This design comes from an exercise in tuning for small area, a short achievable clock period and few clock cycles per item on the open sky130 flow, not from production work.
Where RTL was checked, it was by simulation tests only, not by an equivalence proof against the original.
Only the layout flow was run in run 4; the RTL was not checked for function there.
Power is estimated from default activity; no workload was simulated.

<file path="design/flow/config.mk">
export PLATFORM = sky130hd
export DESIGN_NAME = fixed_step_accumulator
export DESIGN_NICKNAME = fixed_step_accumulator
export VERILOG_FILES = /design/flow/design.v
export SDC_FILE = /design/flow/constraint.sdc
export NUM_CORES = 4
export LEC_CHECK = 0
export CAP_MARGIN = 20
export CORE_MARGIN = 2
export CORE_UTILIZATION = 50
export SLEW_MARGIN = 20
</file>
<file path="design/flow/constraint.sdc">
create_clock -name core_clock -period 10.0 [get_ports {clock}]
set_input_delay 2.0000 -clock core_clock [delete_from_list [all_inputs] [get_ports {clock}]]
set_output_delay 2.0000 -clock core_clock [all_outputs]
set_load 0.01 [all_outputs]
</file>
<file path="design/flow/design.v">
`timescale 1ns / 1ps
package fsa_pkg;
   localparam int STEP_LEN_WIDTH   = 25;
   localparam int STEP_LIM_WIDTH   = 8;
   localparam int REM_WIDTH        = 24;
   localparam int DROP_TIME_WIDTH  = 48;
   localparam int COUNT_WIDTH      = 32;
   localparam int ELAPSED_WIDTH    = 32;
   localparam int BLEND_WIDTH      = 17;
   localparam int CSR_INDEX_WIDTH  = 4;
   localparam int CSR_DATA_WIDTH   = 25;
   localparam logic [STEP_LEN_WIDTH-1:0] STEP_LENGTH_MIN   = 25'd65536;
   localparam logic [STEP_LEN_WIDTH-1:0] STEP_LENGTH_MAX   = 25'd16777216;
   localparam logic [STEP_LEN_WIDTH-1:0] STEP_LENGTH_RESET = 25'd279620;
   localparam logic [STEP_LIM_WIDTH-1:0] STEP_LIMIT_RESET  = 8'd5;
   localparam logic [CSR_INDEX_WIDTH-1:0] REG_STEP_LENGTH = 4'd0;
   localparam logic [CSR_INDEX_WIDTH-1:0] REG_STEP_LIMIT  = 4'd1;
endpackage
`timescale 1ns / 1ps
module fsa_bk_add #(
   parameter int N = 32
) (
   input  logic [N-1:0] a,
   input  logic [N-1:0] b,
   input  logic         cin,
   output logic [N-1:0] s,
   output logic         cout
);
   logic [N-1:0] p;
   logic [N-1:0] gg;
   logic [N-1:0] pp;
   always_comb begin
      p  = a ^ b;
      gg = a & b;
      pp = p;
      gg[0] = gg[0] | (p[0] & cin);
      for (int k = 0; (1 << k) < N; k++) begin
         for (int i = (2 << k) - 1; i < N; i += (2 << k)) begin
            gg[i] = gg[i] | (pp[i] & gg[i - (1 << k)]);
            pp[i] = pp[i] & pp[i - (1 << k)];
         end
      end
      for (int k = 5; k >= 0; k--) begin
         for (int i = 3 * (1 << k) - 1; i < N; i += (2 << k)) begin
            gg[i] = gg[i] | (pp[i] & gg[i - (1 << k)]);
         end
      end
      s[0] = p[0] ^ cin;
      for (int i = 1; i < N; i++) begin
         s[i] = p[i] ^ gg[i - 1];
      end
      cout = gg[N - 1];
   end
endmodule
`timescale 1ns / 1ps
import fsa_pkg::*;
module fixed_step_accumulator (
   input  logic                                 clock,
   input  logic                                 reset,
   input  logic                                 req_valid,
   output logic                                 req_ready,
   input  logic                                 req_operation,
   input  logic signed [fsa_pkg::ELAPSED_WIDTH-1:0] req_elapsed,
   output logic                                 rsp_valid,
   input  logic                                 rsp_ready,
   output logic [fsa_pkg::STEP_LIM_WIDTH-1:0]   rsp_step_count,
   output logic                                 rsp_dropped,
   output logic [fsa_pkg::BLEND_WIDTH-1:0]      rsp_blend_fraction,
   output logic [fsa_pkg::COUNT_WIDTH-1:0]      rsp_drop_count,
   output logic [fsa_pkg::DROP_TIME_WIDTH-1:0]  rsp_dropped_time,
   output logic [fsa_pkg::COUNT_WIDTH-1:0]      rsp_total_steps,
   input  logic                                 csr_valid,
   output logic                                 csr_ready,
   input  logic [fsa_pkg::CSR_INDEX_WIDTH-1:0]  csr_index,
   input  logic [fsa_pkg::CSR_DATA_WIDTH-1:0]   csr_data
);
   localparam int J    = 1;
   localparam int BPC  = 2 * J;                      
   localparam int NFC  = 16 / BPC;                   
   localparam int NIC  = (8 + BPC - 1) / BPC;        
   localparam int MW   = NIC * BPC;                  
   localparam int QW   = MW;                         
   localparam int CW   = 3;
   localparam logic [2:0] ST_IDLE = 3'd0;
   localparam logic [2:0] ST_INT  = 3'd1;
   localparam logic [2:0] ST_FRAC = 3'd2;
   localparam logic [2:0] ST_CLR  = 3'd3;
   localparam logic [2:0] ST_DROP = 3'd4;
   logic [STEP_LEN_WIDTH-1:0] step_ff;
   logic [STEP_LIM_WIDTH-1:0] limit_ff;
   logic [25:0]               step3_ff;      
   logic [STEP_LEN_WIDTH-1:0] csr_len;
   logic [STEP_LIM_WIDTH-1:0] csr_lim;
   logic [REM_WIDTH-1:0]       rem_ff;
   logic [DROP_TIME_WIDTH-1:0] disc_ff;
   logic [COUNT_WIDTH-1:0]     drops_ff;
   logic [COUNT_WIDTH-1:0]     total_ff;
   logic        buf_ff;
   logic        bop_ff;
   logic [30:0] bel_ff;
   logic [2:0]    st_ff;
   logic [CW-1:0] cnt_ff;
   logic          first_ff;
   logic [31:0]   rw_ff;       
   logic [QW-1:0] qs_ff;       
   logic          tight_ff;
   logic          dc_ff;       
   logic                      rsp_valid_ff;
   logic [STEP_LIM_WIDTH-1:0] out_steps_ff;
   logic                      out_drop_ff;
   logic [15:0]               out_blend_ff;    
   always_comb begin
      csr_len = csr_data[STEP_LEN_WIDTH-1:0];
      if (csr_len < STEP_LENGTH_MIN) begin
         csr_len = STEP_LENGTH_MIN;
      end else if (csr_len > STEP_LENGTH_MAX) begin
         csr_len = STEP_LENGTH_MAX;
      end
      csr_lim = csr_data[STEP_LIM_WIDTH-1:0];
      if (csr_lim == '0) begin
         csr_lim = 8'd1;
      end
   end
   assign csr_ready = 1'b1;
   logic [2:0] nbc;
   always_comb begin
      int bl;
      bl = 1;
      for (int b = 0; b < 8; b++) begin
         if (limit_ff[b]) bl = b + 1;
      end
      nbc = 3'((bl + BPC - 1) / BPC);
   end
   logic [31:0]   r_s [0:J];
   logic [1:0]    dig [0:J-1];
   logic          t_s [0:J];
   logic          clamp;
   assign clamp  = (st_ff == ST_INT);
   logic [1:0] lsh_dig [0:J-1];
   always_comb begin
      logic [MW-1:0] lw;
      lw = MW'(limit_ff);
      for (int i = 0; i < J; i++) begin
         lsh_dig[i] = 2'd0;
         for (int c = 0; c < NIC; c++) begin
            if (cnt_ff == CW'(c)) begin
               lsh_dig[i] = lw[c*BPC + 2*i +: 2];
            end
         end
      end
   end
   assign r_s[0] = rw_ff;
   assign t_s[0] = tight_ff;
   for (genvar i = 0; i < J; i++) begin : g_step
      logic [31:0] t;
      logic [32:0] d1, d2, d3;
      logic        f1, f2, f3;
      logic [1:0]  m;
      logic        ct;
      logic        s1, s2, s3;
      assign t  = {r_s[i][29:0], clamp ? qs_ff[QW-1-2*i -: 2] : 2'b00};
      fsa_bk_add #(.N(32)) u_d1 (
         .a(t), .b(~{7'd0, step_ff}), .cin(1'b1), .s(d1[31:0]), .cout(f1)
      );
      fsa_bk_add #(.N(32)) u_d2 (
         .a(t), .b(~{6'd0, step_ff, 1'b0}), .cin(1'b1), .s(d2[31:0]), .cout(f2)
      );
      fsa_bk_add #(.N(32)) u_d3 (
         .a(t), .b(~{6'd0, step3_ff}), .cin(1'b1), .s(d3[31:0]), .cout(f3)
      );
      assign d1[32] = 1'b0;
      assign d2[32] = 1'b0;
      assign d3[32] = 1'b0;
      assign m  = lsh_dig[J-1-i];
      assign ct = clamp && t_s[i];
      assign s3 = f3 && (!ct || (m == 2'd3));
      assign s2 = f2 && !s3 && (!ct || m[1]);
      assign s1 = f1 && !s3 && !s2 && (!ct || (m != 2'd0));
      assign r_s[i+1] = s3 ? d3[31:0] : s2 ? d2[31:0] : s1 ? d1[31:0] : t;
      assign dig[i]   = {s3 || s2, s3 || s1};
      assign t_s[i+1] = t_s[i] && ((m == 2'd0) || (m == 2'd1 && f1) ||
                                   (m == 2'd2 && f2) || (m == 2'd3 && f3));
   end
   logic [BPC-1:0] digs;
   always_comb begin
      for (int i = 0; i < J; i++) begin
         digs[BPC-1-2*i -: 2] = dig[i];
      end
   end
   logic [QW-1:0] qs_nx;
   logic [15:0]   bl_nx;
   assign qs_nx = {qs_ff[QW-1-BPC:0], digs};
   assign bl_nx = {out_blend_ff[15-BPC:0], digs};
   logic adv;
   logic fin;
   logic emit;
   logic start;
   logic drop;
   logic dchk;
   logic int_last;
   logic frac_last;
   logic drop_last;
   assign adv       = !(rsp_valid_ff && !rsp_ready);
   assign int_last  = (st_ff == ST_INT) && (cnt_ff == '0);
   assign frac_last = (st_ff == ST_FRAC) && (cnt_ff == '0);
   assign drop_last = (st_ff == ST_DROP) && (cnt_ff == '0);
   assign dchk      = (st_ff == ST_FRAC) && first_ff;
   logic [31:0] dcmp_s;
   logic        rw_ge_s;
   fsa_bk_add #(.N(32)) u_dcmp (
      .a(rw_ff), .b(~{7'd0, step_ff}), .cin(1'b1), .s(dcmp_s), .cout(rw_ge_s)
   );
   assign drop      = tight_ff && rw_ge_s;
   assign fin       = (st_ff == ST_CLR) || frac_last || drop_last;
   assign emit      = fin && adv;
   assign start     = buf_ff && ((st_ff == ST_IDLE) || emit);
   assign req_ready = !buf_ff;
   logic [31:0] a_sum;
   assign a_sum = 32'(rem_ff) + 32'(bel_ff);
   logic [31:0]   rw_ld;
   logic [QW-1:0] qs_ld;
   always_comb begin
      rw_ld  = a_sum;
      qs_ld  = '0;
      for (int c = 1; c <= NIC; c++) begin
         if (nbc == 3'(c)) begin
            rw_ld  = a_sum >> (c * BPC);
            qs_ld  = QW'(a_sum) << (QW - c * BPC);
         end
      end
   end
   always_ff @(posedge clock) begin
      if (reset) begin
         step_ff  <= STEP_LENGTH_RESET;
         limit_ff <= STEP_LIMIT_RESET;
      end else if (csr_valid) begin
         if (csr_index == REG_STEP_LENGTH) begin
            step_ff <= csr_len;
         end
         if (csr_index == REG_STEP_LIMIT) begin
            limit_ff <= csr_lim;
         end
      end
   end
   logic [25:0] step3;
   logic        step3_co;
   fsa_bk_add #(.N(26)) u_step3 (
      .a({1'b0, step_ff}), .b({step_ff, 1'b0}), .cin(1'b0), .s(step3), .cout(step3_co)
   );
   always_ff @(posedge clock) begin
      step3_ff <= step3;
   end
   always_ff @(posedge clock) begin
      if (reset) begin
         buf_ff <= 1'b0;
      end else if (req_valid && !buf_ff) begin
         buf_ff <= 1'b1;
         bop_ff <= req_operation;
         bel_ff <= req_elapsed[31] ? 31'd0 : req_elapsed[30:0];
      end else if (start) begin
         buf_ff <= 1'b0;
      end
   end
   logic [16:0] dpart;
   fsa_bk_add #(.N(16)) u_dpart (
      .a(disc_ff[15:0]), .b(rw_ff[15:0]), .cin(dc_ff && !dchk),
      .s(dpart[15:0]), .cout(dpart[16])
   );
   logic [COUNT_WIDTH-1:0] tsum;
   logic                   tsum_co;
   fsa_bk_add #(.N(COUNT_WIDTH)) u_tsum (
      .a(total_ff), .b({24'd0, out_steps_ff}), .cin(1'b0), .s(tsum), .cout(tsum_co)
   );
   always_ff @(posedge clock) begin
      if (reset) begin
         st_ff <= ST_IDLE;
      end else if (start) begin
         st_ff    <= bop_ff ? ST_CLR : ST_INT;
         cnt_ff   <= CW'(nbc - 3'd1);
         rw_ff    <= rw_ld;
         qs_ff    <= qs_ld;
         tight_ff <= 1'b1;
      end else if (adv) begin
         unique case (st_ff)
            ST_INT: begin
               rw_ff    <= r_s[J];
               qs_ff    <= qs_nx;
               tight_ff <= t_s[J];
               cnt_ff   <= cnt_ff - 1'b1;
               first_ff <= 1'b1;
               if (cnt_ff == '0) begin
                  st_ff  <= ST_FRAC;
                  cnt_ff <= CW'(NFC - 1);
               end
            end
            ST_FRAC: begin
               first_ff <= 1'b0;
               if (dchk && drop) begin
                  st_ff  <= ST_DROP;
                  cnt_ff <= CW'(1);
                  rw_ff  <= rw_ff >> 16;
                  dc_ff  <= dpart[16];
               end else begin
                  rw_ff  <= r_s[J];
                  cnt_ff <= cnt_ff - 1'b1;
                  if (cnt_ff == '0) begin
                     st_ff <= ST_IDLE;
                  end
               end
            end
            ST_DROP: begin
               rw_ff  <= rw_ff >> 16;
               dc_ff  <= dpart[16];
               cnt_ff <= cnt_ff - 1'b1;
               if (cnt_ff == '0) begin
                  st_ff <= ST_IDLE;
               end
            end
            ST_CLR: begin
               st_ff <= ST_IDLE;
            end
            default: begin
               st_ff <= ST_IDLE;
            end
         endcase
      end
   end
   always_ff @(posedge clock) begin
      if (reset) begin
         rem_ff       <= '0;
         disc_ff      <= '0;
         drops_ff     <= '0;
         total_ff     <= '0;
         rsp_valid_ff <= 1'b0;
      end else begin
         if (start && bop_ff) begin
            rem_ff <= '0;
         end
         if (adv && int_last) begin
            out_steps_ff <= 8'(qs_nx);
         end
         if (adv && (st_ff == ST_FRAC)) begin
            out_blend_ff <= bl_nx;
         end
         if (adv && dchk) begin
            rem_ff <= drop ? '0 : rw_ff[REM_WIDTH-1:0];
         end
         if (adv && ((dchk && drop) || (st_ff == ST_DROP))) begin
            if (drop_last && dpart[16]) begin
               disc_ff <= '1;
            end else begin
               disc_ff <= {dpart[15:0], disc_ff[DROP_TIME_WIDTH-1:16]};
            end
         end
         if (emit) begin
            rsp_valid_ff <= 1'b1;
            if (st_ff == ST_CLR) begin
               out_steps_ff <= '0;
               out_drop_ff  <= 1'b0;
               out_blend_ff <= '0;
               disc_ff      <= '0;
               drops_ff     <= '0;
            end else begin
               total_ff <= tsum;
               if (st_ff == ST_DROP) begin
                  out_drop_ff  <= 1'b1;
                  out_blend_ff <= '0;
                  if (drops_ff != '1) begin
                     drops_ff <= drops_ff + 1'b1;
                  end
               end else begin
                  out_drop_ff  <= 1'b0;
               end
            end
         end else if (rsp_ready) begin
            rsp_valid_ff <= 1'b0;
         end
      end
   end
   assign rsp_valid          = rsp_valid_ff;
   assign rsp_step_count     = out_steps_ff;
   assign rsp_dropped        = out_drop_ff;
   assign rsp_blend_fraction = {1'b0, out_blend_ff};
   assign rsp_drop_count     = drops_ff;
   assign rsp_dropped_time   = disc_ff;
   assign rsp_total_steps    = total_ff;
endmodule
</file>
<file path="design/flow/flow/run.sh">
#!/bin/bash
set -euo pipefail
bash standard.sh SETUP_SLACK_MARGIN=6 finish > standard_make.log 2>&1
</file>
<file path="design/flow/standard.sh">
#!/bin/bash
# synth_recipe.tcl (not shown) runs the flow's synth.tcl, then flattens the netlist and writes it again
# the make line also repeats each setting of config.mk as NAME=value (left out here)
make -C /OpenROAD-flow-scripts/flow DESIGN_CONFIG=/design/flow/config.mk WORK_HOME=/design/flow/orfs CLKGATE_MAP_FILE= SYNTH_SCRIPT=/design/flow/synth_recipe.tcl "${@:-finish}"
</file>
==> results.txt, run 1 <==
* PwrDens at approximately 160 nW/um^2
* Post-synthesis sequential area ratio at about a third
* RR Startpoint: st_ff[0]
* RSZ-0062 raised after global routing: true
* Pins over their slew limit at 0
* EDFF count, synth at a little over 100
* WL/cell at 21.0 um
* Placer congestion estimate at 0.917
* Top-area cell type share of the netlist area at 18.9%
* Hpwl dp at 48.4 mm
* Yosys warns at 8
* Met3 Usage GRT at 3.62%
* CP Max Fanout at 4
* DRC viols at 0
* Fillers at 3649
* Antenna fix cells at 0
* Sw Pwr at 1370 uW
* Critical Path Max Stage Delay at approximately 410 ps
* Maximum capacitance violations at 0
* Die footprint at 43900 um^2
* Port-buffer cells at around 200
* First-pass GRT wire length at 102 mm
* Slowest stage cell, crit path: fa_2
* # setup viols final at 0
* Cell repeated most along the worst path: nor2b_4
* Later-pin clock latency in the skew report at roughly 560 ps
* DR pass1 iterations at 5
* Final worst path period share at 39.7%
* Routed Antenna Nets at 0
* Final WL at between 60 and 70 mm
* Row count at 75
* GRT busiest layer: met2
* Sink Count at 303
* P_leak at 0.0104 uW
* Initial DRC Count at approximately 1500
* Root buf cell: clkbuf_16
* Reg2reg end: rw_ff[22]
* Area of the mapped netlist at ~21000 um^2
* Sequential power share at ~37%
* Hold-fix buffers, CTS at 0
* Worst-margin pin slew at 1100 ps
* Via density at 6.07
* H-Tree Depth at 2
* I/O Pins at approximately 210
* Synth Flop Type: dfxtp_1
* Hold Violations, Final at 0
* Post-Syn Instances at 2340
* Synth unique cells at 81
* Internal at 2690 uW
* Die Y at 210 um
* Via count at 18967
* Worst Hold Launch: total_ff[30]
* Main area contributors after synthesis: dfxtp_1, edfxtp_1, ha_1, fa_1, a21oi_1
* Final min period at roughly 4000 ps
* Area leader, netlist: dfxtp_1
* Hold slack at 484 ps
* Multi-input gate area at 13700 um^2
* Initial antenna violation count at 0
* Nets@finish at 2892
* Largest net degree at the start of global routing at between 60 and 70
* Initial core utilization at 50.5%
* CP Cell Sequence: nor2b_4, nor2b_4, buf_4, nand2_4, fa_2, nor2b_2, o31a_1, o211ai_1, a31oi_2, or2_4, o211ai_1, nor2b_4, o21bai_1, a21o_1, fa_2, mux2i_1, a21oi_2, a22oi_1, o21ai_1
* GRT overflow at 0
* HP Class: register to register
* R2R depth at 19
* Flops & latches, synth at approximately 300
* GR Layer Usage met1 at 38.1%
* CTS tree: yes
* Top-count cell post-synth: nand2_1
* Sw Share at between 30% and 40%
* Asr flop ratio synth at 0%
* Clock buffer depth at 3
* Worst setup path category: register to register
* GR Layer Usage met2 at ~50%
* Comb pwr share at 31.8%
* CP arrival at between 4000 and 5000 ps
* CP Capture Type: register
* Reg area at between 7000 and 8000 um^2
* Clock Pin Slew Worst Setup and Hold Paths at 60 ps
* Die width at 210 um
* FMAX at 252 MHz
* Syn Nets at 2670
* Relative slew slack at around a quarter
* Total negative setup slack at 0 ps
* Syn Area/Cell at 9.03 um^2
* Endpoint, Worst Hold: total_ff[30]
* Worst Path Required at 10310 ps
* Clock skew at 10.8 ps
* Worst R2R Setup Slack at 6030 ps
* Max VDD drop at 0.131 mV
* Num CTS Buffers at 36
* Clock share of power at between 30% and 40%
* CP Launch Type: register
* Share of cells above drive strength 1 at 11.6%
* Vias in the first global route at between 15000 and 20000
* Outcome: no timing/DRC/antenna violations
* Worst hold path cell count at 2
* Overall routing resource usage at 29.4%
* Core area at roughly 42000 um^2
* Most instantiated cells after synthesis: nand2_1, nor2_1, dfxtp_1, ha_1, a21oi_1
* Area grow syn2layout at 22.5%
layout make-up:
type / instances / area share [%]
tap: 539 / 2.60
inverter: 108 / 1.57
multi-input combinational: 1821 / 53.0
clock buffer: 49 / 3.83
clock inverter: 13 / 0.546
sequential: 303 / 27.5
timing repair buffer: 292 / 11.0
routing by layer:
layer  vias up  share of wire, %  routed length (um)
met2       641                48               31300
met5         -                 0                   0
li1       8995                 -                   -
met4         0               4.2                2780
met1      9173                42               27900
met3       158               5.6                3660
cell usage in the layout (no fill, tap or decap), types with 57 or more instances in the layout:
| cell | count |
|---|---|
| xor2_1 | 74 |
| ha_1 | 197 |
| edfxtp_1 | 103 |
| a21oi_1 | 173 |
| fa_1 | 57 |
| inv_1 | 106 |
| clkdlybuf4s50_1 | 202 |
| a21o_1 | 61 |
| nor2_1 | 199 |
| o21ai_0 | 107 |
| buf_4 | 76 |
| dfxtp_1 | 193 |
| nand2_1 | 231 |
cell families after synthesis:
family / count (synthesis) / share of synthesized area (%)
compound gates: 678 / 21.9
xor+xnor: 128 / 5.31
fa+ha+maj: 264 / 17.9
buf+inv: 218 / 4.13
flops: 303 / 33.6
mux: 31 / 1.49
other cells: 2 / 0.0355
simple gates: 716 / 15.6
through the flow:
stage | power (uW) | instance area (um^2) | worst slack [ps] | cells | util (%)
floorplan | 2230 | 21200 | 5990 | 2340 | -
global placement | 2640 | 23700 | 4390 | 2999 | 56.5
detailed placement | 2650 | 23700 | 4300 | 2999 | 56.5
CTS | 4010 | 25300 | 5940 | 3092 | 60.5
global route | 4260 | 25900 | 5840 | 3125 | 61.9
finish | 4060 | 25900 | 6030 | 3125 | 61.9
flip-flops by register name, summed over array words and instances (netlist names), 3 cells and up:
name,count
total_ff,32
out_blend_ff,16
limit_ff,8
disc_ff,48
cnt_ff,3
rw_ff,32
step_ff,25
rem_ff,24
step3_ff,26
st_ff,3
out_steps_ff,8
drops_ff,32
qs_ff,8
bel_ff,31
worst max-delay path by stage:
stage | startpoint | endpoint | depth (start not counted)
after floorplan | rsp_ready | qs_ff[0] | 9
after global placement | rsp_ready | rw_ff[12] | 9
after detailed placement | rsp_ready | rw_ff[7] | 8
after CTS | st_ff[1] | rw_ff[22] | 18
after global routing | st_ff[1] | rw_ff[22] | 19
final | st_ff[0] | rw_ff[22] | 19
what timing repair did:
| item | 4_1_cts | 5_1_grt |
|---|---|---|
| resized for setup | 87 | 51 |
| gates cloned | 2 | 5 |
| endpoints found under the setup margin | 180 | 182 |
| pin swaps | 15 | 36 |
| buffers inserted | 29 | 28 |
critical path: cells and delay by family, from the launching register on:
| kind | cells | cell delay (ps) |
|---|---|---|
| adder cells (fa/ha/maj) | 2 | 640 |
| AO/OA/AOI/OAI | 9 | 1520 |
| multiplexers | 1 | 180 |
| flip-flops | 1 | 340 |
| AND/OR/NAND/NOR | 6 | 900 |
| buffers and inverters | 1 | 140 |
power groups by stage:
stage	logic [uW]	registers (uW)	clock network [uW]
after floorplan	754	1480	0
after global placement	1110	1530	0
after detailed placement	1120	1530	0
after CTS	1210	1490	1310
after global routing	1410	1490	1360
final	1290	1480	1290
Testbench counts, summed over its fixed seeds: cycles 29,163, items 3,200.
==> run 2: changes to the inputs <==
--- a/design/flow/config.mk
+++ b/design/flow/config.mk
@@ -7,5 +7,5 @@
 export LEC_CHECK = 0
 export CAP_MARGIN = 20
 export CORE_MARGIN = 2
-export CORE_UTILIZATION = 50
+export CORE_UTILIZATION = 60
 export SLEW_MARGIN = 20
==> run 2 against run 1 <==
Area after synthesis unchanged. Routed wire length shrank 2.4%. Fmax rose by 0.92%. Worst hold slack got worse by 2.8 ps. Global-route usage up 4.7 points. Sequential share of layout area is 0.064 points higher. Setup slack gained 36 ps. Clock skew rose by 5.3 ps. Count of clock-buffer cells in the layout shrank 2.
==> results.txt, run 2 <==
* Hpwl dp at 46.0 mm (-5.0%)
* Share of cells above drive strength 1 at 12.1% (+0.49 points)
* First-pass GRT wire length at 98.2 mm (-3.7%)
* Vias in the first global route at 18174 (-0.071%)
* Reg with most FFs: disc_ff
* Fin area at 25800 um^2 (-0.23%)
* Worst Hold Launch: total_ff[0]
* # setup viols final at 0 (unchanged)
* Core area at 34600 um^2 (-17%)
* Worst hold path cell count at 2 (unchanged)
* Sequential power share at 36.8% (+0.3 points)
* Area of the mapped netlist at 21100 um^2 (unchanged)
* CP Launch Type: register
* WP buf/inv at 1 (unchanged)
* Outcome: no timing/DRC/antenna violations
* Synth Flop Type: dfxtp_1
* Critical Path Max Stage Delay at 400 ps (about the same)
* Worst R2R Setup Slack at 6060 ps (+40 ps)
* Clock buffer depth at 3 (unchanged)
* H-Tree Depth at 2 (unchanged)
* Flops & latches, synth at 303 (unchanged)
* Synth unique cells at 81 (unchanged)
* FMAX at 254 MHz (+0.92%)
* Placed Area at 23600 um^2 (-0.36%)
* Overall routing resource usage at 34.1% (+4.7 points)
* Hold slack at 481 ps (-2.78 ps)
* Placer congestion estimate at 0.971 (+5.9%)
* Clock skew at 16.1 ps (+5.27 ps)
* Area grow syn2layout at 22.3%
* CP Max Fanout at 23 (+19)
* Max FFs per register at 48 (unchanged)
* Clock Pin Slew Worst Setup and Hold Paths at 60 ps (about the same)
* Initial antenna violation count at 0 (unchanged)
* Total power at 4020 uW (-0.95%)
* Die footprint at 36700 um^2 (-16%)
* Asr flop ratio synth at 0% (unchanged)
* Post-synthesis sequential area ratio at 33.6% (unchanged)
* Antenna fix cells at 0 (unchanged)
* WL/cell at 21.0 um (about the same)
* Most frequent cells in the layout: nand2_1, clkdlybuf4s50_1, nor2_1
* I/O Pins at 208 (unchanged)
* Port-buffer cells at 205 (unchanged)
* HP Class: register to register
* Comb pwr share at 31.9% (about the same)
* Largest net degree at the start of global routing at 69 (+9.5%)
* CTS tree: yes
* Relative slew slack at 28.3% (+1.8 points)
* Num CTS Buffers at 34 (-5.6%)
* Row count at 68 (-9.3%)
* Nets@finish at 2904 (+0.41%)
* Most instantiated cells after synthesis: nand2_1, nor2_1, dfxtp_1, ha_1, a21oi_1
* Pins over their slew limit at 0 (unchanged)
* Routed Antenna Nets at 0 (unchanged)
* Final min period at 3940 ps (-36.1 ps)
* Clock share of power at 31.3% (-0.4 points)
* Via density at 6.35 (+4.6%)
* Area leader, netlist: dfxtp_1
* PwrDens at 156 nW/um^2 (-0.72%)
* Endpoint, Worst Hold: total_ff[0]
* Most common cell after layout, fill and taps aside: nand2_1
* Sw Pwr at 1370 uW (-0.34%)
* Syn Area/Cell at 9.03 um^2 (unchanged)
* GRT overflow at 0 (unchanged)
* Yosys warns at 8 (unchanged)
* P_leak at 0.0105 uW (+0.14%)
* RSZ-0062 raised after global routing: true
* Via count at 19368 (+2.1%)
* CP Cell Sequence: nor2b_2, nor2b_4, a21boi_1, fa_2, fa_2, a21o_1, a21o_4, a2111oi_4, o31ai_2, a21o_1, nand2_1, a21oi_2, a21oi_2, nand2_2, bufbuf_16, o221a_2
* Hold-fix buffers, CTS at 0 (unchanged)
* DR pass1 iterations at 6 (+1)
* Total negative setup slack at 0 ps (unchanged)
* Max VDD drop at 0.135 mV (+2.7%)
* Fillers at 2515 (-31%)
* Top-count cell post-synth: nand2_1
* Root buf cell: clkbuf_16
* Worst-margin pin slew at 1070 ps (-26.8 ps)
* Final worst path period share at 39.4% (-0.36 points)
* Main area contributors after synthesis: dfxtp_1, edfxtp_1, ha_1, fa_1, a21oi_1
* Worst Path Required at 10440 ps (+130 ps)
* Family with the most delay on the worst path: compound AO/OA/AOI/OAI gates
* DRC viols at 0 (unchanged)
* Hold Violations, Final at 0 (unchanged)
* EDFF count, synth at 103 (unchanged)
* Initial DRC Count at 1903 (+29%)
* Final WL at 64.1 mm (-2.4%)
* R2R depth at 16 (-3)
* CP Capture Type: register
* Post-Syn Instances at 2340 (unchanged)
* Syn Nets at 2670 (unchanged)
* Sw Share at 34.0% (+0.21 points)
* Die Y at 192 um (-8.5%)
* Initial core utilization at 61.0% (+11 points)
* Internal at 2650 uW (-1.3%)
* Crit path from: st_ff[1]
* Reg2reg end: disc_ff[1]
* Sink Count at 303 (unchanged)
* CP arrival at 4380 ps (+100 ps)
* Worst setup path category: register to register
* Maximum capacitance violations at 0 (unchanged)
* Die width at 192 um (-8.5%)
* RR Startpoint: st_ff[1]
* Later-pin clock latency in the skew report at 560 ps (about the same)
* Top-area cell type share of the netlist area at 18.9% (unchanged)
* Slowest stage cell, crit path: dfxtp_4
## run 2: changes by cell type in the layout (fill, tap and decap cells not counted), sizes merged, moves of 2 or more
cell / before / now
buf: 85 / 100
clkinv: 8 / 4
inv: 110 / 112
clkbuf: 53 / 48
clkinvlp: 1 / 3
## run 2: cells by family (layout without fill, tap and decap cells)
group / Yosys count / after routing / share of synthesized area [%]
xor gates and xnor gates: 128 / 128 / 5.31
other: 2 / 2 / 0.0355
AOI/OAI and AO/OA: 678 / 679 / 21.9
muxes: 31 / 31 / 1.49
buffers and inverters: 218 / 472 / 4.13
and+or+nand+nor: 716 / 718 / 15.6
adders and majority gates: 264 / 264 / 17.9
DFF: 303 / 303 / 33.6
## run 2: power groups by stage
| stage | clock network [uW] | logic, uW | registers, uW |
|---|---|---|---|
| after floorplan | 0 | 754 | 1480 |
| after global placement | 0 | 1080 | 1520 |
| after detailed placement | 0 | 1110 | 1520 |
| after CTS | 1270 | 1180 | 1480 |
| after global routing | 1320 | 1390 | 1480 |
| final | 1260 | 1280 | 1480 |
## run 2: worst max path at each step
stage / to / slack, ps / depth (start not counted)
after floorplan: qs_ff[0] / 5990 / 9
after global placement: rw_ff[11] / 4790 / 11
after detailed placement: rw_ff[11] / 4700 / 11
after CTS: rw_ff[5] / 5930 / 10
after global routing: rw_ff[22] / 5910 / 19
final: disc_ff[1] / 6060 / 16
## run 2: repair_timing
action | CTS | global route
buffers inserted | 33 | 38
pin swaps | 21 | 33
setup endpoints to repair | 156 | 147
cloned | 4 | 1
endpoints found under the hold margin | 0 | 0
gates resized for setup | 78 | 60
## run 2: final cells by class
class | instances | area, um^2 | share of cell area (%)
multi-input combinational | 1822 | 13700 | 53.1
clock buffer | 47 | 992 | 3.84
inverter | 108 | 405 | 1.57
timing repair buffer | 305 | 2920 | 11.3
clock inverter | 12 | 111 | 0.431
sequential | 303 | 7110 | 27.5
tap | 455 | 569 | 2.20
## run 2: metrics by stage
step                utilization (%)  setup WS [ps]  std cells
floorplan                         -           5990       2340
global placement               68.1           4790       2917
detailed placement             68.1           4700       2917
CTS                            72.9           5930       3013
global route                   74.6           5910       3052
finish                         74.6           6060       3052
## run 2: worst reg2reg max path, stage by stage (launching register included)
cell	delay [ps]
dfxtp_4	400
nor2b_2	190
nor2b_4	180
a21boi_1	110
fa_2	380
fa_2	360
a21o_1	180
a21o_4	230
a2111oi_4	380
o31ai_2	120
a21o_1	190
nand2_1	100
a21oi_2	100
a21oi_2	190
nand2_2	120
bufbuf_16	340
o221a_2	250
## run 2: layer usage
metal  routed length [um]  vias to the layer above  global-route usage [%]
li1                     -                     9040                       -
met1                25300                     9193                    43.3
met2                30400                      912                    55.9
met3                 4970                      223                    5.66
met4                 3420                        0                    18.0
met5                    0                        -                       0
==> run 3: changes to the inputs <==
==> design/flow/run.sh (new file) <==
#!/bin/bash
# synth_recipe.tcl (not shown) runs the flow's synth.tcl, then flattens the netlist and writes it again
# the make line also repeats each setting of config.mk as NAME=value (left out here)
make -C /OpenROAD-flow-scripts/flow DESIGN_CONFIG=/design/flow/config.mk WORK_HOME=/design/flow/orfs CLKGATE_MAP_FILE= SYNTH_SCRIPT=/design/flow/synth_recipe.tcl finish
--- a/design/flow/config.mk
+++ b/design/flow/config.mk
@@ -7,5 +7,6 @@
 export LEC_CHECK = 0
 export CAP_MARGIN = 20
 export CORE_MARGIN = 2
-export CORE_UTILIZATION = 60
+export CORE_UTILIZATION = 40
+export SETUP_SLACK_MARGIN = 5
 export SLEW_MARGIN = 20
removed: design/flow/flow/run.sh
removed: design/flow/standard.sh
==> run 3 against run 2 <==
Still clean. Clock skew grew 11 ps. First-iteration DRC count is 19% lower. Highest routed layer unchanged. Critical path depth shrank 6. Non-clock buffer count decreased by 72. Final area shrank 2.8%. Area after synthesis is the same. Final cell count increased by 5.5%. Largest cell class unchanged. Total power fell by 0.80%. Sequential cell count unchanged. Worst hold slack gained 1.3 ps. Combinational power shrank 11%.
==> results.txt, run 3 <==
* CP Launch Type: input pin
* Top-area cell type share of the netlist area at 18.9% (unchanged)
* Initial antenna violation count at 0 (unchanged)
* Worst-margin pin slew at 1110 ps (+34.8 ps)
* Nets@finish at 2832 (-2.5%)
* Total negative setup slack at 0 ps (unchanged)
* Core Util, Final at 48.0% (-27 points)
* Fin area at 25100 um^2 (-2.8%)
* Final worst path period share at 48.4% (+9.0 points)
* Clock buffer depth at 3 (unchanged)
* Area grow syn2layout at 18.9%
* CP Max Fanout at 25 (+8.7%)
* Hold Violations, Final at 0 (unchanged)
* Asr flop ratio synth at 0% (unchanged)
* P_leak at 0.0100 uW (-4.2%)
* I/O Pins at 208 (unchanged)
* Die footprint at 54700 um^2 (+49%)
* Placed cells at 3150 (+8.0%)
* Layout Cells excl Fill at 3219 (+5.5%)
* Worst Slack Setup Final at 5160 ps (-900 ps)
* Largest net degree at the start of global routing at 67 (-2.9%)
* RSZ-0062 raised after global routing: true
* WL/cell at 19.9 um (-5.0%)
* # setup viols final at 0 (unchanged)
* H-Tree Depth at 2 (unchanged)
* HP Class: register to register
* Placed Area at 23800 um^2 (+1.1%)
* Initial DRC Count at 1543 (-19%)
* Row count at 84 (+24%)
* Routed Antenna Nets at 0 (unchanged)
* Most instantiated cells after synthesis: nand2_1, nor2_1, dfxtp_1, ha_1, a21oi_1
* Vias in the first global route at 17740 (-2.4%)
* Share of cells above drive strength 1 at 6.80% (-5.3 points)
* EDFF count, synth at 103 (unchanged)
* Via count at 18522 (-4.4%)
* Top-count cell post-synth: nand2_1
* Fillers at 4916 (+95%)
* Area leader, netlist: dfxtp_1
* Sink Count at 303 (unchanged)
* Area of the mapped netlist at 21100 um^2 (unchanged)
* Placer congestion estimate at 0.907 (-6.6%)
* Relative slew slack at 25.9% (-2.3 points)
* Most common cell after layout, fill and taps aside: nand2_1
* PwrDens at 159 nW/um^2 (+2.0%)
* DR pass1 iterations at 5 (-1)
* Most frequent cells in the layout: nand2_1, nor2_1, clkdlybuf4s50_1
* Pins over their slew limit at 0 (unchanged)
* Core area at 52300 um^2 (+51%)
* Hpwl dp at 49.0 mm (+6.5%)
* Clock skew at 27.6 ps (+11.4 ps)
* Die width at 234 um (+22%)
* Final WL at 64.2 mm (+0.16%)
* Worst Path Required at 10310 ps (-130 ps)
* First-pass GRT wire length at 100 mm (+1.8%)
* Max FFs per register at 48 (unchanged)
* Post-Syn Instances at 2340 (unchanged)
* Reg with most FFs: disc_ff
* Port-buffer cells at 205 (unchanged)
* Overall routing resource usage at 23.2% (-11 points)
* Max VDD drop at 0.101 mV (-25%)
* DRC viols at 0 (unchanged)
* Later-pin clock latency in the skew report at 560 ps (about the same)
* Synth unique cells at 81 (unchanged)
* FMAX at 207 MHz (-19%)
* CP Capture Type: register
* Flops & latches, synth at 303 (unchanged)
* Outcome: no timing/DRC/antenna violations
* Main area contributors after synthesis: dfxtp_1, edfxtp_1, ha_1, fa_1, a21oi_1
* Yosys warns at 8 (unchanged)
* Synth Flop Type: dfxtp_1
* Post-synthesis sequential area ratio at 33.6% (unchanged)
* Num CTS Buffers at 37 (+8.8%)
* CP arrival at 5150 ps (+770 ps)
* CTS tree: yes
* R2R depth at 19 (+3)
* Hold-fix buffers, CTS at 0 (unchanged)
* Syn Nets at 2670 (unchanged)
* GRT overflow at 0 (unchanged)
* Antenna fix cells at 0 (unchanged)
* Syn Area/Cell at 9.03 um^2 (unchanged)
* Worst setup path category: input pin to register
* Die Y at 234 um (+22%)
* Worst hold path cell count at 2 (unchanged)
* Clock Pin Slew Worst Setup and Hold Paths at 60 ps (about the same)
* Post-Place Worst Slack at 4390 ps (-313 ps)
* Via density at 5.75 (-9.3%)
* Maximum capacitance violations at 0 (unchanged)
* Root buf cell: clkbuf_16
* Initial core utilization at 40.4% (-21 points)
* Final min period at 4840 ps (+900 ps)
[run 3: kinds of logic (layout without fill, tap and decap cells)]
family / after synthesis / in the layout / share of synthesized area (%)
AND/OR/NAND/NOR: 716 / 716 / 15.6
AO/OA/AOI/OAI: 678 / 678 / 21.9
flip-flops: 303 / 303 / 33.6
adder cells (fa/ha/maj): 264 / 264 / 17.9
buffers and inverters: 218 / 409 / 4.13
XOR/XNOR: 128 / 128 / 5.31
multiplexers: 31 / 31 / 1.49
other: 2 / 2 / 0.0355
[run 3: routing by layer]
layer  vias to the layer above  GRT usage, %  share of wire [%]
met1                      8912          30.4                 43
met2                       605          38.2                 47
met4                         0          8.56                3.6
met5                         -             0                  0
li1                       8878             -                  -
met3                       127          4.10                6.4
[run 3: power breakdown]
part / total (uW) / leakage, uW / switching (uW) / internal [uW]
combinational: 1140 / 0.00682 / 651 / 486
clock: 1350 / 0.000608 / 549 / 798
sequential: 1510 / 0.00259 / 132 / 1370
total: 3990 / 0.0100 / 1330 / 2660
[run 3: final timing paths]
| kind | start | endpoint | slack, ps |
|---|---|---|---|
| worst max register to register | st_ff[0] | rw_ff[22] | 5220 |
| worst min register to register | total_ff[0] | total_ff[0] | 480 |
| worst max-delay path | rsp_ready | rw_ff[11] | 5160 |
| worst min-delay path | total_ff[0] | total_ff[0] | 480 |
[run 3: timing repair]
| item | CTS | global route |
|---|---|---|
| setup buffers | 0 | 1 |
| pin swaps | 0 | 1 |
| gates resized for setup | 8 | 12 |
| cloned | 0 | 0 |
| setup endpoints to repair | 80 | 72 |
[run 3: cell type report]
type | count | area (um^2) | share of cell area, %
Multi-Input combinational cell | 1819 | 13300 | 52.8
Inverter | 108 | 405 | 1.61
Timing Repair Buffer | 233 | 2260 | 9.01
Clock inverter | 12 | 114 | 0.453
Clock buffer | 56 | 1110 | 4.42
Tap cell | 688 | 861 | 3.43
Sequential cell | 303 | 7100 | 28.3
[run 3: per-stage QoR]
stage / power, uW / hold slack, ps
after CTS: 4010 / 485
after global placement: 2610 / 469
after detailed placement: 2640 / 473
final: 3990 / 482
after floorplan: 2230 / 399
after global routing: 4200 / 518
[run 3: critical path, stage by stage]
cell and delay [ps]:
clkdlybuf4s50_1 470, nor2b_1 50, buf_4 190, nor2_1 700
o21a_1 470, buf_6 290, nor2_2 160, nand2_1 360
o21ai_0 160, a221o_1 270
==> run 4: changes to the inputs <==
--- a/design/flow/design.v
+++ b/design/flow/design.v
@@ -74,7 +74,7 @@
    input  logic [fsa_pkg::CSR_INDEX_WIDTH-1:0]  csr_index,
    input  logic [fsa_pkg::CSR_DATA_WIDTH-1:0]   csr_data
 );
-   localparam int J    = 1;
+   localparam int J    = 2;
    localparam int BPC  = 2 * J;                      
    localparam int NFC  = 16 / BPC;                   
    localparam int NIC  = (8 + BPC - 1) / BPC;        
--- a/design/flow/config.mk
+++ b/design/flow/config.mk
@@ -7,6 +7,6 @@
 export LEC_CHECK = 0
 export CAP_MARGIN = 20
 export CORE_MARGIN = 2
-export CORE_UTILIZATION = 40
+export CORE_UTILIZATION = 50
 export SETUP_SLACK_MARGIN = 5
 export SLEW_MARGIN = 20
==> run 4 against run 3 <==
Still clean on timing, DRC and antenna. Routed wire length rose by 43%. Worst hold slack got worse by 2.5 ps. Area after synthesis rose by 17%. Die area fell by 6.3%. First-iteration DRC count rose by 40%. Clock power rose by 9%. Critical path depth rose by 25. Total power rose by 91%. Critical path type is now register to register. Largest power group is now combinational cells.
==> results.txt, run 4 <==
* Most instantiated cells after synthesis: ha_1, nor2_1, nand2_1, a21oi_1, dfxtp_1
* Area leader, netlist: dfxtp_1
* Later-pin clock latency in the skew report at 590 ps (+30 ps)
* I/O Pins at 208 (unchanged)
* Top-count cell post-synth: ha_1
* CTS tree: yes
* Post-Syn Instances at 2778 (+19%)
* Area grow syn2layout at 28.6%
* RR Startpoint: st_ff[1]
* Max FFs per register at 48 (unchanged)
* First-pass GRT wire length at 136 mm (+36%)
* R2R depth at 35 (+16)
* Worst Hold Launch: total_ff[30]
* Fin area at 31800 um^2 (+27%)
* HP Class: register to register
* Post-synthesis sequential area ratio at 28.7% (-4.9 points)
* Reg with most FFs: disc_ff
* Hold Violations, Final at 0 (unchanged)
* CP Capture Type: register
* Overall routing resource usage at 35.2% (+12 points)
* Port-buffer cells at 205 (unchanged)
* Sink Count at 303 (unchanged)
* H-Tree Depth at 2 (unchanged)
* GRT overflow at 0 (unchanged)
* Die Y at 226 um (-3.2%)
* Endpoint, Worst Hold: total_ff[30]
* FMAX at 145 MHz (-30%)
* Syn Nets at 3221 (+21%)
* Die footprint at 51200 um^2 (-6.3%)
* Fillers at 4102 (-17%)
* Synth Flop Type: dfxtp_1
* Max VDD drop at 0.228 mV (+130%)
* Worst Path Required at 10290 ps (-20 ps)
* Maximum capacitance violations at 0 (unchanged)
* Pins over their slew limit at 0 (unchanged)
* Most frequent cells in the layout: nor2_1, ha_1, nand2_1
* CP Launch Type: register
* Share of cells above drive strength 1 at 17.1% (+10 points)
* Slowest stage cell, crit path: or3_4
* Family with the most delay on the worst path: compound AO/OA/AOI/OAI gates
* Hpwl dp at 66.4 mm (+36%)
* Synth unique cells at 103 (+27%)
* Asr flop ratio synth at 0% (unchanged)
* WL/cell at 24.0 um (+20%)
* Worst setup path category: register to register
* Via density at 6.13 (+6.5%)
* RSZ-0062 raised after global routing: true
* PwrDens at 239 nW/um^2 (+51%)
* Final WL at 91.5 mm (+43%)
* Routed Antenna Nets at 0 (unchanged)
* Area of the mapped netlist at 24700 um^2 (+17%)
* Row count at 81 (-3.6%)
* P_leak at 0.0133 uW (+32%)
* EDFF count, synth at 103 (unchanged)
* Hold-fix buffers, CTS at 0 (unchanged)
* Clock skew at 20.5 ps (-7.07 ps)
* Nets@finish at 3571 (+26%)
* Clock buffer depth at 3 (unchanged)
* Worst R2R Setup Slack at 3110 ps (-2110 ps)
* Syn Area/Cell at 8.90 um^2 (-1.4%)
* Placed Area at 27900 um^2 (+17%)
* Initial DRC Count at 2160 (+40%)
* DRC viols at 0 (unchanged)
* Outcome: no timing/DRC/antenna violations
* WP buf/inv at 7 (+4)
* Final min period at 6890 ps (+2060 ps)
* Worst hold path cell count at 2 (unchanged)
* Reg2reg end: rw_ff[9]
* Total negative setup slack at 0 ps (unchanged)
* Clock Pin Slew Worst Setup and Hold Paths at 60 ps (about the same)
* Final worst path period share at 68.9% (+21 points)
* Die width at 226 um (-3.2%)
* Largest net degree at the start of global routing at 63 (-6.0%)
* Vias in the first global route at 22344 (+26%)
* Num CTS Buffers at 38 (+2.7%)
* Antenna fix cells at 0 (unchanged)
* Via count at 23405 (+26%)
* Initial core utilization at 50.6% (+10 points)
* DR pass1 iterations at 6 (+1)
* CP arrival at 7180 ps (+2030 ps)
* Relative slew slack at 28.6% (+2.6 points)
* # setup viols final at 0 (unchanged)
* Critical Path Max Stage Delay at 430 ps (-270 ps)
* Flops & latches, synth at 303 (unchanged)
* Worst-margin pin slew at 1060 ps (-47.7 ps)
* Placer congestion estimate at 1.01 (+11%)
* Top-area cell type share of the netlist area at 16.2% (-2.8 points)
* Root buf cell: clkbuf_16
* Initial antenna violation count at 0 (unchanged)
* Core area at 48800 um^2 (-6.7%)
* Reg area at 7130 um^2 (+0.51%)
* Multi-input gate area at 17900 um^2 (+35%)
* Main area contributors after synthesis: dfxtp_1, ha_1, edfxtp_1, fa_1, a21oi_1
* CP Max Fanout at 8 (-68%)
* Yosys warns at 8 (unchanged)
==> run 4: kinds of logic after synthesis <==
| kind of cell | after synthesis | synth area share [%] |
|---|---|---|
| and+or+nand+nor | 826 | 15.6 |
| AOI/OAI and AO/OA | 797 | 21.7 |
| adders and majority gates | 377 | 22.1 |
| DFF | 303 | 28.7 |
| buffers and inverters | 267 | 4.27 |
| xor gates and xnor gates | 164 | 5.81 |
| muxes | 42 | 1.73 |
| other | 2 | 0.0304 |
==> run 4: per-stage QoR <==
step / std cells / hold WS [ps] / total power [uW] / utilization (%) / worst slack (ps)
after floorplan: 2778 / 445 / 4110 / - / 3850
after global placement: 3566 / 462 / 5310 / 57.1 / 1500
after detailed placement: 3566 / 476 / 5320 / 57.1 / 1480
after CTS: 3764 / 484 / 7240 / 63.4 / 3230
after global routing: 3820 / 513 / 7960 / 65.1 / 2930
final: 3820 / 480 / 7610 / 65.1 / 3110
==> run 4: where the power goes <==
part | switching [uW] | leakage (uW) | internal, uW
Combinational | 2670 | 0.0100 | 1940
Clock | 610 | 0.000635 | 862
Sequential | 127 | 0.00260 | 1400
==> run 4: final cells by class <==
class	instances	area share [%]
Inverter	148	1.85
Tap cell	664	2.61
Sequential cell	303	22.4
Timing Repair Buffer	427	12.7
Clock buffer	47	3.19
Clock inverter	21	0.921
Multi-Input combinational cell	2210	56.3
==> run 4: worst max-delay path by stage <==
stage / cells after the start / endpoint / startpoint / slack, ps
after floorplan: 30 / rw_ff[26] / st_ff[2] / 3850
after global placement: 29 / rw_ff[1] / st_ff[1] / 1500
after detailed placement: 29 / rw_ff[1] / st_ff[1] / 1480
after CTS: 34 / rw_ff[18] / st_ff[2] / 3230
after global routing: 34 / rw_ff[13] / st_ff[2] / 2930
final: 35 / rw_ff[9] / st_ff[1] / 3110
==> run 4: per-layer routing <==
metal,GRT usage [%],wire length (um)
met1,45.0,36600
met2,56.1,41500
met3,5.11,6810
met4,22.1,6610
met5,0,0
==> run 4: tightest hold or removal path, cell delays in order, from the launching register on <==
cell and delay, ps:
dfxtp_1 320, nand2_1 60, a21oi_1 50
==> run 4: timing repair <==
item                                    in CTS  in global routing
resized for setup                          154                 86
gates cloned                                 6                  0
endpoints found under the setup margin      88                 74
pin swaps                                   76                 51
buffers inserted                           124                 56
==> run 5: changes to the inputs <==
--- a/design/flow/design.v
+++ b/design/flow/design.v
@@ -74,7 +74,7 @@
    input  logic [fsa_pkg::CSR_INDEX_WIDTH-1:0]  csr_index,
    input  logic [fsa_pkg::CSR_DATA_WIDTH-1:0]   csr_data
 );
-   localparam int J    = 2;
+   localparam int J    = 1;
    localparam int BPC  = 2 * J;                      
    localparam int NFC  = 16 / BPC;                   
    localparam int NIC  = (8 + BPC - 1) / BPC;        
==> design/flow/flow/run.sh (new file) <==
#!/bin/bash
set -euo pipefail
bash standard.sh SETUP_SLACK_MARGIN=6.5 finish > standard_make.log 2>&1
==> design/flow/standard.sh (new file) <==
#!/bin/bash
# synth_recipe.tcl (not shown) runs the flow's synth.tcl, then flattens the netlist and writes it again
# the make line also repeats each setting of config.mk as NAME=value (left out here)
make -C /OpenROAD-flow-scripts/flow DESIGN_CONFIG=/design/flow/config.mk WORK_HOME=/design/flow/orfs CLKGATE_MAP_FILE= SYNTH_SCRIPT=/design/flow/synth_recipe.tcl "${@:-finish}"
--- a/design/flow/config.mk
+++ b/design/flow/config.mk
@@ -7,6 +7,5 @@
 export LEC_CHECK = 0
 export CAP_MARGIN = 20
 export CORE_MARGIN = 2
-export CORE_UTILIZATION = 50
-export SETUP_SLACK_MARGIN = 5
+export CORE_UTILIZATION = 40
 export SLEW_MARGIN = 20
removed: design/flow/run.sh
==> run 5 against run 4 <==
Critical path depth fell by 15. Sequential cell count unchanged. Global-route usage decreased by 8.8 points. Still clean. Combinational power down 67%. Synthesized cell count down 16%. Count of clock-buffer cells in the layout unchanged. Clock skew is 0.64 ps lower. Largest cell class unchanged. Sequential share of layout area is 2.6 points higher.
==> results.txt, run 5 <==
* Max FFs per register at 48 (unchanged)
* Syn Nets at 2670 (-17%)
* Sink Count at 303 (unchanged)
* EDFF count, synth at 103 (unchanged)
* Final WL at 74.9 mm (-18%)
* Relative slew slack at 40.5% (+12 points)
* Final min period at 3980 ps (-2920 ps)
* P_leak at 0.0124 uW (-6.6%)
* Hold Violations, Final at 0 (unchanged)
* Max VDD drop at 0.109 mV (-52%)
* Die Y at 234 um (+3.3%)
* FMAX at 251 MHz (+73%)
* Layout Cells excl Fill at 3388 (-11%)
* DR pass1 iterations at 6 (unchanged)
* Die footprint at 54700 um^2 (+6.7%)
* Worst Hold Launch: step_ff[0]
* WL/cell at 22.1 um (-7.8%)
* Worst Path Required at 10320 ps (+30 ps)
* # setup viols final at 0 (unchanged)
* HP Class: register to register
* Multi-input gate area at 15100 um^2 (-16%)
* Final worst path period share at 39.8% (-29 points)
* Placed cells at 3146 (-12%)
* Clock skew at 19.9 ps (-0.644 ps)
* Share of cells above drive strength 1 at 20.7% (+3.6 points)
* Family with the most delay on the worst path: compound AO/OA/AOI/OAI gates
* Core Util, Final at 54.6% (-11 points)
* Top-count cell post-synth: nand2_1
* CP Capture Type: register
* Later-pin clock latency in the skew report at 570 ps (-20 ps)
* Area of the mapped netlist at 21100 um^2 (-15%)
* Largest net degree at the start of global routing at 55 (-13%)
* Critical Path Max Stage Delay at 530 ps (+100 ps)
* Worst hold path cell count at 0 (-2)
* Vias in the first global route at 18965 (-15%)
* Area grow syn2layout at 35.2%
* Via density at 5.88 (-4.0%)
* Synth Flop Type: dfxtp_1
* Initial core utilization at 40.4% (-10 points)
* Reg area at 7140 um^2 (+0.12%)
* CP Max Fanout at 3 (-5)
* Via count at 19931 (-15%)
* Pins over their slew limit at 0 (unchanged)
* Reg with most FFs: disc_ff
* GRT overflow at 0 (unchanged)
* Slowest stage cell, crit path: fa_2
* Routed Antenna Nets at 0 (unchanged)
* Placer congestion estimate at 0.922 (-8.4%)
* Area leader, netlist: dfxtp_1
* Hpwl dp at 50.4 mm (-24%)
* Main area contributors after synthesis: dfxtp_1, edfxtp_1, ha_1, fa_1, a21oi_1
* CTS tree: yes
* Outcome: no timing/DRC/antenna violations
* Syn Area/Cell at 9.03 um^2 (+1.5%)
* Root buf cell: clkbuf_16
* Crit path from: st_ff[0]
* Yosys warns at 8 (unchanged)
* Core area at 52300 um^2 (+7.1%)
* Most instantiated cells after synthesis: nand2_1, nor2_1, dfxtp_1, ha_1, a21oi_1
* CP arrival at 4300 ps (-2880 ps)
* CP Launch Type: register
* PwrDens at 155 nW/um^2 (-35%)
* Most frequent cells in the layout: nand2_1, ha_1, nor2_1
* Clock buffer depth at 3 (unchanged)
* I/O Pins at 208 (unchanged)
* Worst-margin pin slew at 890 ps (-171 ps)
* WP depth at 20 (-43%)
* DRC viols at 0 (unchanged)
* Asr flop ratio synth at 0% (unchanged)
* Initial antenna violation count at 2 (+2)
* Total negative setup slack at 0 ps (unchanged)
* Post-Syn Instances at 2340 (-16%)
* Worst R2R Setup Slack at 6020 ps (+2920 ps)
* Overall routing resource usage at 26.3% (-8.8 points)
* WP buf/inv at 2 (-5)
* Clock Pin Slew Worst Setup and Hold Paths at 60 ps (about the same)
* Initial DRC Count at 1668 (-23%)
* RR Startpoint: st_ff[0]
* Row count at 84 (+3.7%)
* Nets@finish at 2998 (-16%)
* Hold slack at 474 ps (-5.28 ps)
* First-pass GRT wire length at 112 mm (-18%)
* Maximum capacitance violations at 0 (unchanged)
* Fillers at 4594 (+12%)
* RSZ-0062 raised after global routing: true
* H-Tree Depth at 2 (unchanged)
* CP Cell Sequence: nor2b_4, nor2b_4, nand2_4, ha_4, fa_2, nor2b_2, o31a_1, o211ai_1, buf_4, a31oi_4, or2_4, buf_12, a31oi_4, o21bai_1, a21oi_2, fa_2, nand2_1, o211ai_1, a31oi_2, a22o_1
* R2R depth at 20 (-43%)
* Num CTS Buffers at 39 (+2.6%)
* Post-synthesis sequential area ratio at 33.6% (+4.9 points)
* Die width at 234 um (+3.3%)
* Most common cell after layout, fill and taps aside: nand2_1
* Top-area cell type share of the netlist area at 18.9% (+2.8 points)
* Port-buffer cells at 205 (unchanged)
* Worst setup path category: register to register
* Flops & latches, synth at 303 (unchanged)
* Synth unique cells at 81 (-21%)
[run 5: per-stage QoR]
stage	power, uW	cell area (um^2)	setup WS, ps
5_1_grt	4630	28600	5850
4_1_cts	4300	27400	6040
3_5_place_dp	2680	24100	4540
2_1_floorplan	2270	21600	6180
3_3_place_gp	2670	24100	4400
6_report	4440	28600	6020
[run 5: kinds of logic (layout without fill, tap and decap cells)]
| logic type | after synthesis | count (layout) | share of synthesized area (%) |
|---|---|---|---|
| muxes | 31 | 31 | 1.49 |
| xor gates and xnor gates | 128 | 128 | 5.31 |
| buffers and inverters | 218 | 562 | 4.13 |
| DFF | 303 | 303 | 33.6 |
| AOI/OAI and AO/OA | 678 | 684 | 21.9 |
| other | 2 | 5 | 0.0355 |
| and+or+nand+nor | 716 | 723 | 15.6 |
| adders and majority gates | 264 | 264 | 17.9 |
[run 5: final timing paths]
| kind | endpoint |
|---|---|
| setup reg to reg | rw_ff[18] |
| hold / removal | step3_ff[0] |
| hold reg to reg | step3_ff[0] |
| setup / recovery | rw_ff[18] |
[run 5: final cells by class]
type | instances | area share, %
timing repair buffer | 383 | 13.3
clock buffer | 47 | 3.70
timing repair inverter | 1 | 0.0175
tap | 688 | 3.01
sequential | 303 | 25.0
multi-input combinational | 1832 | 52.7
inverter | 108 | 1.43
clock inverter | 23 | 0.806
antenna | 3 | 0.0263
[run 5: metal layers]
metal | track usage, % | part of all wire, % | vias to the layer above
met1 | 36.0 | 43 | 9648
li1 | - | - | 9261
met5 | 0 | 0 | -
met2 | 41.1 | 45 | 849
met4 | 10.5 | 3.8 | 0
met3 | 4.85 | 8.0 | 173
[run 5: what timing repair did]
action | 4_1_cts | 5_1_grt
pin swaps | 116 | 121
hold endpoints to repair | 0 | 0
buffers inserted | 102 | 41
hold buffers | 0 | 0
endpoints found under the setup margin | 386 | 213
gates resized for setup | 382 | 161
cloned | 23 | 3
[run 5: where the power goes]
part / leakage [uW] / switching [uW] / total, uW / internal, uW
Clock: 0.000633 / 592 / 1430 / 840
Sequential: 0.00261 / 93.8 / 1470 / 1370
Combinational: 0.00913 / 871 / 1540 / 673
Testbench counts of run 5, summed over its fixed seeds: cycles 29,163, items 3,200.
==> run 6: changes to the inputs <==
==> design/flow/flow/run.sh (replaced) <==
#!/bin/bash
set -euo pipefail
bash standard.sh SETUP_SLACK_MARGIN=5.5 finish > standard_make.log 2>&1
==> run 6 against run 5 <==
Still clean on timing, DRC and antenna. Routed wire length is 13% lower. Critical path depth shrank 9. Sequential power is essentially flat. First-iteration DRC count fell by 3.8%. Sequential cell count unchanged. Area after synthesis did not move. Setup slack got worse by 430 ps. Utilization shrank 6.3 points. Die area unchanged. Sequential share of layout area rose by 3.1 points. Via count decreased by 6.5%. Critical path type unchanged. Largest cell class unchanged.
==> results.txt, run 6 <==
* Die footprint at 54700 um^2 (unchanged)
* DRC viols at 0 (unchanged)
* Total negative setup slack at 0 ps (unchanged)
* Reg2reg end: rw_ff[1]
* Clock skew at 27.7 ps (+7.86 ps)
* Final WL at 64.9 mm (-13%)
* Area of the mapped netlist at 21100 um^2 (unchanged)
* Post-Place Worst Slack at 4250 ps (-296 ps)
* Slowest stage cell, crit path: edfxtp_1
* CP arrival at 4690 ps (+390 ps)
* Worst Path Required at 10290 ps (-30 ps)
* Fillers at 4960 (+8.0%)
* WP depth at 11 (-45%)
* Area leader, netlist: dfxtp_1
* Reg with most FFs: disc_ff
* Share of cells above drive strength 1 at 8.01% (-13 points)
* Outcome: no timing/DRC/antenna violations
* Most common cell after layout, fill and taps aside: nand2_1
* Family with the most delay on the worst path: compound AO/OA/AOI/OAI gates
* Synth Flop Type: dfxtp_1
* Most frequent cells in the layout: nand2_1, nor2_1, clkdlybuf4s50_1
* FMAX at 227 MHz (-9.7%)
* Nets@finish at 2850 (-4.9%)
* CP Launch Type: register
* Worst setup path category: register to register
* CTS tree: yes
* Comb pwr share at 29.5% (-5.3 points)
* Vias in the first global route at 18026 (-5.0%)
* RSZ-0062 raised after global routing: true
* Sequential power share at 37.6% (+4.6 points)
* # setup viols final at 0 (unchanged)
* Synth unique cells at 81 (unchanged)
* Asr flop ratio synth at 0% (unchanged)
* Max VDD drop at 0.103 mV (-5.7%)
* Top-count cell post-synth: nand2_1
* CP Capture Type: register
* R2R depth at 11 (-45%)
* Crit path from: rw_ff[21]
* Sink Count at 303 (unchanged)
* Port-buffer cells at 205 (unchanged)
* Yosys warns at 8 (unchanged)
* Worst-margin pin slew at 1020 ps (+133 ps)
* EDFF count, synth at 103 (unchanged)
* Layout Cells excl Fill at 3236 (-4.5%)
* DR pass1 iterations at 6 (unchanged)
* Die width at 234 um (unchanged)
* Most instantiated cells after synthesis: nand2_1, nor2_1, dfxtp_1, ha_1, a21oi_1
* Worst Slack Setup Final at 5600 ps (-425 ps)
* Num CTS Buffers at 37 (-5.1%)
* HP Class: register to register
* Sw Pwr at 1360 uW (-13%)
* Placed cells at 3149 (+0.095%)
* Area grow syn2layout at 19.7%
* Via density at 5.76 (-2.1%)
* Antenna fix cells at 0 (-3)
* Placer congestion estimate at 0.939 (+1.8%)
* Via count at 18636 (-6.5%)
* Worst R2R Setup Slack at 5600 ps (-430 ps)
* CP Max Fanout at 12 (+9)
* Initial core utilization at 40.4% (unchanged)
* I/O Pins at 208 (unchanged)
* Syn Area/Cell at 9.03 um^2 (unchanged)
* Syn Nets at 2670 (unchanged)
* Maximum capacitance violations at 0 (unchanged)
* CP endpoint: rw_ff[1]
* Largest net degree at the start of global routing at 58 (+5.5%)
* Overall routing resource usage at 23.6% (-2.8 points)
* Placed Area at 23800 um^2 (-1.3%)
* CP Cell Sequence: ha_1, a211oi_1, o211ai_1, o221ai_1, o211ai_1, nand4_1, o21ai_1, nor2_1, nor2_1, a21oi_1, o221ai_1
* Post-synthesis sequential area ratio at 33.6% (unchanged)
* Initial antenna violation count at 0 (-2)
* PwrDens at 158 nW/um^2 (+1.7%)
* Root buf cell: clkbuf_16
* Hpwl dp at 49.5 mm (-1.7%)
* Internal at 2640 uW (-8.6%)
* WP buf/inv at 0 (-2)
* Fin area at 25300 um^2 (-11%)
* H-Tree Depth at 2 (unchanged)
* Max FFs per register at 48 (unchanged)
* Clock buffer depth at 3 (unchanged)
* Final worst path period share at 44.0% (+4.3 points)
* Relative slew slack at 31.7% (-8.9 points)
* Pins over their slew limit at 0 (unchanged)
* Top-area cell type share of the netlist area at 18.9% (unchanged)
* Main area contributors after synthesis: dfxtp_1, edfxtp_1, ha_1, fa_1, a21oi_1
* Flops & latches, synth at 303 (unchanged)
* Row count at 84 (unchanged)
* P_leak at 0.0101 uW (-18%)
* Hold Violations, Final at 0 (unchanged)
* Clock share of power at 32.9% (+0.7 points)
* Later-pin clock latency in the skew report at 570 ps (about the same)
* Final min period at 4400 ps (+425 ps)
* GRT overflow at 0 (unchanged)
* WL/cell at 20.1 um (-9.2%)
* Critical Path Max Stage Delay at 620 ps (+90 ps)
* RR Startpoint: rw_ff[21]
* Die Y at 234 um (unchanged)
* Routed Antenna Nets at 0 (unchanged)
* First-pass GRT wire length at 102 mm (-8.9%)
* Post-Syn Instances at 2340 (unchanged)
* Core area at 52300 um^2 (unchanged)
* Total power at 4000 uW (-10%)
* Clock Pin Slew Worst Setup and Hold Paths at 60 ps (about the same)
* Initial DRC Count at 1604 (-3.8%)
* Hold-fix buffers, CTS at 0 (unchanged)
* Sw Share at 34.0% (-1.0 points)
[run 6: power groups by stage]
stage	logic, uW	registers (uW)	clock network (uW)
after floorplan	748	1480	0
after global placement	1100	1530	0
after detailed placement	1120	1540	0
after CTS	1140	1510	1350
after global routing	1300	1510	1400
final	1180	1500	1320
[run 6: worst min path at each step]
stage | start | end | slack, ps | depth (start not counted)
floorplan | step_ff[0] | step3_ff[0] | 400 | 0
global placement | total_ff[0] | total_ff[0] | 470 | 2
detailed placement | total_ff[30] | total_ff[30] | 470 | 2
CTS | total_ff[30] | total_ff[30] | 480 | 2
global route | total_ff[30] | total_ff[30] | 500 | 2
finish | total_ff[30] | total_ff[30] | 480 | 2
[run 6: final cells by class]
cell class / count / area (um^2) / area share, %
clock buffer: 58 / 1100 / 4.34
multi-input combinational: 1819 / 13300 / 52.7
timing repair buffer: 251 / 2410 / 9.52
sequential: 303 / 7100 / 28.1
clock inverter: 9 / 81.3 / 0.321
inverter: 108 / 405 / 1.60
tap: 688 / 861 / 3.40
[run 6: per-stage QoR]
stage | hold slack [ps] | util [%]
floorplan | 399 | -
global placement | 466 | 45.5
detailed placement | 470 | 45.5
CTS | 478 | 48.0
global route | 499 | 48.3
finish | 479 | 48.3
[run 6: kinds of logic after synthesis]
family | Yosys count | synth area share (%)
flip-flops | 303 | 33.6
other | 2 | 0.0355
multiplexers | 31 | 1.49
buffers and inverters | 218 | 4.13
AO/OA/AOI/OAI | 678 | 21.9
XOR/XNOR | 128 | 5.31
adder cells (fa/ha/maj) | 264 | 17.9
AND/OR/NAND/NOR | 716 | 15.6
[run 6: metal layers]
layer	wire length (um)	global-route usage, %	vias up
li1	-	-	8907
met2	31000	40.0	668
met4	2180	7.77	0
met3	4190	4.04	136
met1	27600	30.4	8925
met5	0	0	-
[run 6: what timing repair did]
item                       4_1_cts  5_1_grt
buffers inserted                 3       17
hold endpoints to repair         0        0
pin swaps                        0        3
setup endpoints to repair      116      114
resized for setup               27       23
[run 6: worst register-to-register path, delay by kind of cell, from the launching register on]
kind	cells	cell delay, ps
compound gates	7	1870
simple gates	3	1230
flops	1	620
fa+ha+maj	1	420

port drivers added, routing unchanged:
Ports are ideal in the flow. The routed layouts listed here were re-timed in OpenROAD.
Step 1 sets driving cells, clkbuf_16 on the clock port and buf_2 on the other inputs (assumed; they add their load-dependent delay and slew).
Step 2 adds t to the input delays and takes it off the output delays; t is the mean of the earliest and latest rising clock arrival at the registers after step 1. Input paths then give back, and output paths get back, about the clock's delay inside the block.
Three values: ideal ports, drivers, drivers and shift; two values: the first two.
run | t, ns | setup WS [ns] | worst register clock-pin slew, ns
run 1 | 0.611 | 6.026 / 6.026 / 5.498 | 0.06 / 0.06
run 2 | 0.607 | 6.062 / 6.062 / 5.459 | 0.06 / 0.06
run 3 | 0.609 | 5.162 / 5.151 / 4.543 | 0.06 / 0.06
run 4 | 0.640 | 3.105 / 3.105 / 3.105 | 0.07 / 0.07
run 5 | 0.625 | 6.023 / 6.023 / 5.752 | 0.07 / 0.07
run 6 | 0.615 | 5.597 / 5.597 / 5.000 | 0.07 / 0.07
After both steps setup and hold are still met in every run listed. For run 3, which loses most, drivers alone change the setup slack by -0.011 ns; drivers and shift together by -0.619 ns.
